This design comes from an exercise in tuning for small area, a short achievable clock period and few clock cycles per item on the open sky130 flow, not from production work. In this exercise RTL edits were held to simulation tests only and were not proved equivalent to the original. No activity file was given, so power comes from the tool's default toggle rates.

==> inputs of 08-07 <==
==> flow/design.v <==
package mem_pkg;
    localparam int MEM_DATA_W = 16;
    localparam int MEM_ADDR_W = 8;
    typedef enum logic [1:0] {
        S_IDLE,
        S_WAIT,
        S_RESP
    } state_t;
    localparam logic OP_RD = 1'b0;
    localparam logic OP_WR = 1'b1;
endpackage
module mem_resp_ram #(
    parameter int DATA_W = 16,
    parameter int DEPTH  = 256
) (
    input  logic                     clk,
    input  logic                     we,
    input  logic [$clog2(DEPTH)-1:0] idx,
    input  logic [DATA_W-1:0]        din,
    output logic [DATA_W-1:0]        dout
);
    logic [DATA_W-1:0] mem_q [DEPTH];
    always_ff @(posedge clk) begin
        if (we) begin
            mem_q[idx] <= din;
        end
        dout <= mem_q[idx];
    end
endmodule
import mem_pkg::*;
module mem_responder #(
    parameter int DATA_W  = MEM_DATA_W,
    parameter int ADDR_W  = MEM_ADDR_W,
    parameter int DEPTH   = 256
) (
    input  logic              clk,
    input  logic              reset,
    input  logic              bus_read,
    input  logic              bus_write,
    input  logic [ADDR_W-1:0] bus_addr,
    input  logic [DATA_W-1:0] bus_wdata,
    output logic [DATA_W-1:0] bus_rdata,
    output logic              bus_rvalid,
    output logic              bus_wdone,
    output logic              bus_busy,
    output logic              bus_err
);
    logic              rd1_q, wr1_q;
    logic [ADDR_W-1:0] addr1_q;
    logic [DATA_W-1:0] wdata1_q;
    logic              rd2_q, wr2_q;
    logic [DATA_W-1:0] ram_dout;
    always_ff @(posedge clk) begin
        if (reset) begin
            rd1_q <= 1'b0;
            wr1_q <= 1'b0;
        end else begin
            rd1_q <= bus_read && !bus_write;
            wr1_q <= bus_write;
        end
    end
    always_ff @(posedge clk) begin
        addr1_q  <= bus_addr;
        wdata1_q <= bus_wdata;
    end
    always_ff @(posedge clk) begin
        if (reset) begin
            rd2_q <= 1'b0;
            wr2_q <= 1'b0;
        end else begin
            rd2_q <= rd1_q;
            wr2_q <= wr1_q;
        end
    end
    mem_resp_ram #(
        .DATA_W (DATA_W),
        .DEPTH  (DEPTH)
    ) u_ram (
        .clk  (clk),
        .we   (wr1_q),
        .idx  (addr1_q),
        .din  (wdata1_q),
        .dout (ram_dout)
    );
    assign bus_rdata  = ram_dout;
    assign bus_rvalid = rd2_q;
    assign bus_wdone  = wr2_q;
    assign bus_busy   = 1'b0;
    assign bus_err    = 1'b0;
endmodule
==> flow/run.sh <==
#!/bin/bash
# synth_recipe.tcl (not shown) runs the flow's synth.tcl, then flattens the netlist and writes it again
# the make line also repeats each setting of config.mk as NAME=value (left out here)
make -C /OpenROAD-flow-scripts/flow DESIGN_CONFIG=/design/flow/config.mk WORK_HOME=/design/flow/orfs CLKGATE_MAP_FILE= SYNTH_SCRIPT=/design/flow/synth_recipe.tcl finish
==> flow/config.mk <==
export PLATFORM = sky130hd
export DESIGN_NAME = mem_responder
export DESIGN_NICKNAME = mem_responder
export VERILOG_FILES = /design/flow/design.v
export SDC_FILE = /design/flow/constraint.sdc
export NUM_CORES = 4
export LEC_CHECK = 0
export CAP_MARGIN = 30
export CORE_MARGIN = 2
export CORE_UTILIZATION = 40
export SLEW_MARGIN = 50
export SYNTH_MEMORY_MAX_BITS = 16384
==> flow/constraint.sdc <==
create_clock -name core_clock -period 5.5 [get_ports {clk}]
set_input_delay 1.1000 -clock core_clock [delete_from_list [all_inputs] [get_ports {clk}]]
set_output_delay 1.1000 -clock core_clock [all_outputs]
set_load 0.01 [all_outputs]
==> 05-04: changes against 08-07 <==
==> flow/design.v, changed modules only <==
module mem_rd_aoi3 (
    input  logic s0, s1, s2,
    input  logic d0, d1, d2,
    output logic y_n
);
    assign y_n = ~((s0 & d0) | (s1 & d1) | (s2 & d2));
endmodule
module mem_resp_ram #(
    parameter int DATA_W = 16,
    parameter int DEPTH  = 256
) (
    input  logic              clk,
    input  logic [15:0]       we_grp,
    input  logic [DEPTH-1:0]  rsel,
    input  logic [DATA_W-1:0] din,
    output logic [DATA_W-1:0] dout
);
    localparam int NB   = 8;                      
    localparam int NT   = DEPTH / 3;              
    localparam int NGRP = NT + ((DEPTH % 3) != 0 ? 1 : 0);
    logic [DATA_W-1:0] mem_q [DEPTH];
    logic [DATA_W-1:0] grp_n [NGRP];
    logic [DATA_W-1:0] part_n_q [NB];
    logic [DATA_W-1:0] dout_d;
    always_ff @(posedge clk) begin
        for (int r = 0; r < DEPTH; r++) begin
            if (rsel[r] && we_grp[r / 16]) begin
                mem_q[r] <= din;
            end
        end
    end
    for (genvar g = 0; g < NT; g++) begin : g_grp
        for (genvar b = 0; b < DATA_W; b++) begin : g_bit
            mem_rd_aoi3 u_aoi (
                .s0 (rsel[3*g]),       .s1 (rsel[3*g+1]),       .s2 (rsel[3*g+2]),
                .d0 (mem_q[3*g][b]),   .d1 (mem_q[3*g+1][b]),   .d2 (mem_q[3*g+2][b]),
                .y_n(grp_n[g][b])
            );
        end
    end
    if (NGRP > NT) begin : g_rest
        always_comb begin
            grp_n[NT] = '1;
            for (int r = 3 * NT; r < DEPTH; r++) begin
                grp_n[NT] = grp_n[NT] & ~(mem_q[r] & {DATA_W{rsel[r]}});
            end
        end
    end
    always_ff @(posedge clk) begin
        for (int k = 0; k < NB; k++) begin
            logic [DATA_W-1:0] all_n;
            all_n = '1;
            for (int g = 0; g < NGRP; g++) begin
                if ((g * NB) / NGRP == k) begin
                    all_n = all_n & grp_n[g];
                end
            end
            part_n_q[k] <= all_n;
        end
    end
    always_comb begin
        dout_d = '0;
        for (int k = 0; k < NB; k++) begin
            dout_d = dout_d | ~part_n_q[k];
        end
    end
    always_ff @(posedge clk) begin
        dout <= dout_d;
    end
endmodule
module mem_responder #(
    parameter int DATA_W  = MEM_DATA_W,
    parameter int ADDR_W  = MEM_ADDR_W,
    parameter int DEPTH   = 256
) (
    input  logic              clk,
    input  logic              reset,
    input  logic              bus_read,
    input  logic              bus_write,
    input  logic [ADDR_W-1:0] bus_addr,
    input  logic [DATA_W-1:0] bus_wdata,
    output logic [DATA_W-1:0] bus_rdata,
    output logic              bus_rvalid,
    output logic              bus_wdone,
    output logic              bus_busy,
    output logic              bus_err
);
    logic              rd1_q, wr1_q;
    logic [ADDR_W-1:0] addr1_q;
    logic [DATA_W-1:0] wdata1_q;
    logic              rd2_q, wr2_q;
    logic [DEPTH-1:0]  row2_q;
    logic [15:0]       wrg2_q;
    logic [DATA_W-1:0] wdata2_q;
    logic              rd3_q, wr3_q;
    logic              rd4_q, wr4_q;
    logic              rd5_q, wr5_q;
    logic [DATA_W-1:0] ram_dout;
    logic [DATA_W-1:0] rdata5_q;
    always_ff @(posedge clk) begin
        if (reset) begin
            rd1_q <= 1'b0;
            wr1_q <= 1'b0;
            rd2_q <= 1'b0;
            wr2_q <= 1'b0;
            rd3_q <= 1'b0;
            wr3_q <= 1'b0;
            rd4_q <= 1'b0;
            wr4_q <= 1'b0;
            wrg2_q <= '0;
            rd5_q <= 1'b0;
            wr5_q <= 1'b0;
        end else begin
            rd1_q <= bus_read && !bus_write;
            wr1_q <= bus_write;
            rd2_q <= rd1_q;
            wr2_q <= wr1_q;
            rd3_q <= rd2_q;
            wr3_q <= wr2_q;
            rd4_q <= rd3_q;
            wr4_q <= wr3_q;
            for (int k = 0; k < 16; k++) begin
                wrg2_q[k] <= wr1_q && (addr1_q[7:4] == 4'(k));
            end
            rd5_q <= rd4_q;
            wr5_q <= wr4_q;
        end
    end
    always_ff @(posedge clk) begin
        addr1_q  <= bus_addr;
        wdata1_q <= bus_wdata;
    end
    always_ff @(posedge clk) begin
        for (int r = 0; r < DEPTH; r++) begin
            row2_q[r] <= (addr1_q == ADDR_W'(r));
        end
        wdata2_q <= wdata1_q;
    end
    mem_resp_ram #(
        .DATA_W (DATA_W),
        .DEPTH  (DEPTH)
    ) u_ram (
        .clk    (clk),
        .we_grp (wrg2_q),
        .rsel   (row2_q),
        .din    (wdata2_q),
        .dout   (ram_dout)
    );
    always_ff @(posedge clk) begin
        rdata5_q <= ram_dout;
    end
    assign bus_rdata  = rdata5_q;
    assign bus_rvalid = rd5_q;
    assign bus_wdone  = wr5_q;
    assign bus_busy   = 1'b0;
    assign bus_err    = 1'b0;
endmodule
- CAP_MARGIN: 30 -> 20
- CORE_UTILIZATION: 40 -> 65
- CTS_CLUSTER_DIAMETER: unset -> 150
- CTS_CLUSTER_SIZE: unset -> 28
- SETUP_SLACK_MARGIN: unset -> 3.2
- SLEW_MARGIN: 50 -> 20
- SYNTH_HIERARCHICAL: unset -> 1
==> run summary <==
Outcome: 08-07 timing/DRC/antenna clean; 05-04 timing/DRC/antenna clean
Total vias in the final route: 08-07 75540; 05-04 79211
Max Clock Skew: 08-07 0.06437 ns; 05-04 0.03054 ns
IR drop worst, VDD: 08-07 322.5 µV; 05-04 372.5 µV
Number of sequential cells: 08-07 4140; 05-04 4578
Placed Instances: 08-07 12107; 05-04 10334
Post-synthesis sequential area ratio: 08-07 0.7940; 05-04 0.8663
Last element of the critical path: 08-07 u_ram.dout[4]; 05-04 bus_rdata[3]
Number of distinct library cells after synthesis: 08-07 24; 05-04 30
Final estimated routing congestion in global placement: 08-07 0.8174; 05-04 0.8369
Final non-clock buffer share: 08-07 0.03238; 05-04 0.007678
Per-cell via count in the routed design: 08-07 5.850; 05-04 7.395
Sw frac: 08-07 0.2151; 05-04 0.1953
Floorplan row count: 08-07 229; 05-04 178
Testbench counts of 08-07, summed over its fixed seeds: cycles 24,016, items 24,000.
Testbench counts of 05-04, summed over its fixed seeds: cycles 24,040, items 24,000.

## separate check: timing with driven ports
Ports are ideal in the flow. The routed layouts listed here were re-timed in OpenROAD.
Step 1 sets driving cells, clkbuf_16 on the clock port and buf_2 on the other inputs (assumed; they add their load-dependent delay and slew).
Step 2 adds t to the input delays and takes it off the output delays; t is the mean of the earliest and latest rising clock arrival at the registers after step 1. Input paths then give back, and output paths get back, about the clock's delay inside the block.
Three values: no drivers, after step 1, after step 2; two values: the first two.
run | t, ns | setup WS [ns] | worst register clock-pin slew, ns
08-07 | 1.064 | 1.479 / 1.479 / 1.479 | 0.07 / 0.07
05-04 | 0.951 | 3.058 / 2.961 / 2.760 | 0.11 / 0.11
After both steps setup and hold are still met in every run listed. The setup slack of 05-04, which loses most, moves by -0.097 ns with the drivers and by -0.298 ns with both steps.
